From an optimization exercise on the open Yosys and OpenROAD flow, aimed at small area; shortcuts taken in it are not production practice. Function was checked by simulation only, so behaviour that the tests miss may differ from the original.

// systolic_mm_array
module systolic_mm_array
#(
  parameter int N      = 8,
  parameter int DATA_W = 8,
  parameter int ACC_W  = 16
) (
  input  logic                clk,
  input  logic                rst,
  input  logic                w_valid,
  output logic                w_ready,
  input  logic [N*DATA_W-1:0] w_data,
  input  logic                in_valid,
  output logic                in_ready,
  input  logic [N*DATA_W-1:0] a_in,
  output logic                out_valid,
  output logic [N*ACC_W-1:0]  y_out,
  output logic                busy
);
For scale: ~1800 flip-flops, roughly 260 I/O pins.
Settings: LEC_CHECK=0, CAP_MARGIN=20, CORE_MARGIN=2, CORE_UTILIZATION=33, CTS_BUF_LIST=sky130_fd_sc_hd__clkbuf_8, CTS_CLUSTER_DIAMETER=60, CTS_CLUSTER_SIZE=16, PLACE_DENSITY=0.45, SLEW_MARGIN=20, SYNTH_HIERARCHICAL=1; clock period 7.0 ns.
run.sh (not shown) runs the stock make flow with config.mk's settings and CLKGATE_MAP_FILE= SYNTH_SCRIPT=/design/flow/synth_recipe.tcl, a recipe that flattens the netlist after the stock synthesis.
Edit:
Settings changed: CAP_MARGIN 20 to 10, CORE_UTILIZATION 33 to 28, CTS_BUF_LIST sky130_fd_sc_hd__clkbuf_8 to sky130_fd_sc_hd__clkbuf_4 sky130_fd_sc_hd__clkbuf_8, CTS_CLUSTER_DIAMETER 60 to unset, CTS_CLUSTER_SIZE 16 to 20, PLACE_DENSITY 0.45 to 0.38, SLEW_MARGIN 20 to 10.
Area after synthesis does not change.
Cell count increases by a little under a tenth.
Setup slack loses 0.014 ns.
Synthesized cell count does not change.
Count of clock-buffer cells in the layout increases by 285.
Wire length increases by a few percent.
Edit:
Settings changed: CAP_MARGIN 10 to 20, CORE_UTILIZATION 28 to 33, CTS_BUF_LIST sky130_fd_sc_hd__clkbuf_4 sky130_fd_sc_hd__clkbuf_8 to unset, CTS_CLUSTER_SIZE 20 to unset, PLACE_DENSITY 0.38 to 0.45, SLEW_MARGIN 10 to 20.
Effect:
- routed wire length decreases by a few percent
- die area drops by about a fifth
- synthesized cell count stays the same
- design area went down slightly
- utilization grows by 5.2 points
Edit:
Settings changed: CORE_UTILIZATION 33 to 28, CTS_BUF_LIST set to sky130_fd_sc_hd__clkbuf_16, CTS_CLUSTER_DIAMETER set to 60, CTS_CLUSTER_SIZE set to 16, PLACE_DENSITY 0.45 to 0.38.
Outcome:
- The new run went through all stages and came out clean
- sequential share of layout area decreases by 0.26 points
- clock skew increases by 0.012 ns
- clock-buffer cell count went down by 64
- sequential cell count does not change
- core utilization fell by 5.3 points
- setup slack improves by 0.053 ns
- final cell count rose by a few percent
- register-to-register slack improves by 0.05 ns
Edit:
Settings changed: CORE_UTILIZATION 28 to 36, CTS_BUF_LIST sky130_fd_sc_hd__clkbuf_16 to sky130_fd_sc_hd__clkbuf_8, PLACE_DENSITY 0.38 to 0.5.
Result: Routed wire length is lower by 6.9%. Core utilization is higher by 7.7 points. Count of clock-buffer cells in the layout is lower by 13. Setup slack got worse by 0.083 ns.

* * *

v6:
systolic_mm_array again, from the RTL that the note above started with.
Design systolic_mm_array, start of the top module:
module systolic_mm_array
#(
  parameter int N      = 8,
  parameter int DATA_W = 8,
  parameter int ACC_W  = 16
) (
  input  logic                clk,
  input  logic                rst,
  input  logic                w_valid,
  output logic                w_ready,
  input  logic [N*DATA_W-1:0] w_data,
  input  logic                in_valid,
  output logic                in_ready,
  input  logic [N*DATA_W-1:0] a_in,
  output logic                out_valid,
  output logic [N*ACC_W-1:0]  y_out,
  output logic                busy
);
clock: 7.0 ns
lec_check: 0
cap_margin: 20
core_margin: 2
core_utilization: 28
place_density: 0.38
slew_margin: 20
synth_hierarchical: 1
What v7 does differently from v6 at the input level:
diff --git a/flow/config.mk b/flow/config.mk
--- a/flow/config.mk
+++ b/flow/config.mk
@@ -10,0 +11,3 @@
+export CTS_BUF_LIST = sky130_fd_sc_hd__clkbuf_8
+export CTS_CLUSTER_DIAMETER = 50
+export CTS_CLUSTER_SIZE = 14
Notes after the runs:
v7 ends up with a met2 demand-to-capacity share in global routing that is 0.15 points lower than in v6. Compared v7 vs v6, and portion of the layout cell area used by clock cells is down in v7. Of v7 and v6, it is v7 that has the higher count of clock-buffer cells in the layout. A beginning of the critical path of w_q[5][8] is what v7 shows, while a_hi[16] belongs to v6. Against v6 as the reference, v7 delivers a higher number of vias in the routed layout. Row area of all placed cells without fillers: v7 lower / v6 higher. v6 -> v7: synthesized area per cell delta 0, exact match. v7 vs v6, critical-path cell with the highest stage delay: nor2b_1 vs dfxtp_2.

==> separate check: timing with driven ports <==
The flow's constraints put no driver on any port. The routed layouts listed below were extracted and timed again, unchanged, in two steps.
Step 1, drivers: a clkbuf_16 drives clk and a buf_2 each remaining input, both assumed.
Step 2, shift: input delay + t, output delay - t, t = (earliest + latest rising clock arrival at the registers) / 2. This alone moves slack from input paths to output paths.
Three values: no drivers, after step 1, after step 2; two values: the first two.
run	shift t [ns]	setup slack, ns	worst register clock-pin slew, ns	pins driven straight from the clock port
the first run of note 1	1.195	0.302 / 0.302 / 0.302	0.11 / 0.11	1
the second run of note 1	1.230	0.287 / 0.287 / 0.287	0.08 / 0.08	1
the third run of note 1	1.034	0.337 / 0.337 / 0.337	0.08 / 0.08	1
the fourth run of note 1	1.046	0.389 / 0.389 / 0.389	0.07 / 0.07	1
the fifth run of note 1	1.175	0.306 / 0.306 / 0.306	0.11 / 0.11	1
v6	1.043	0.296 / 0.296 / 0.296	0.08 / 0.08	1
v7	1.210	0.347 / 0.347 / 0.347	0.09 / 0.09	1
After both steps every run listed still meets setup and hold.
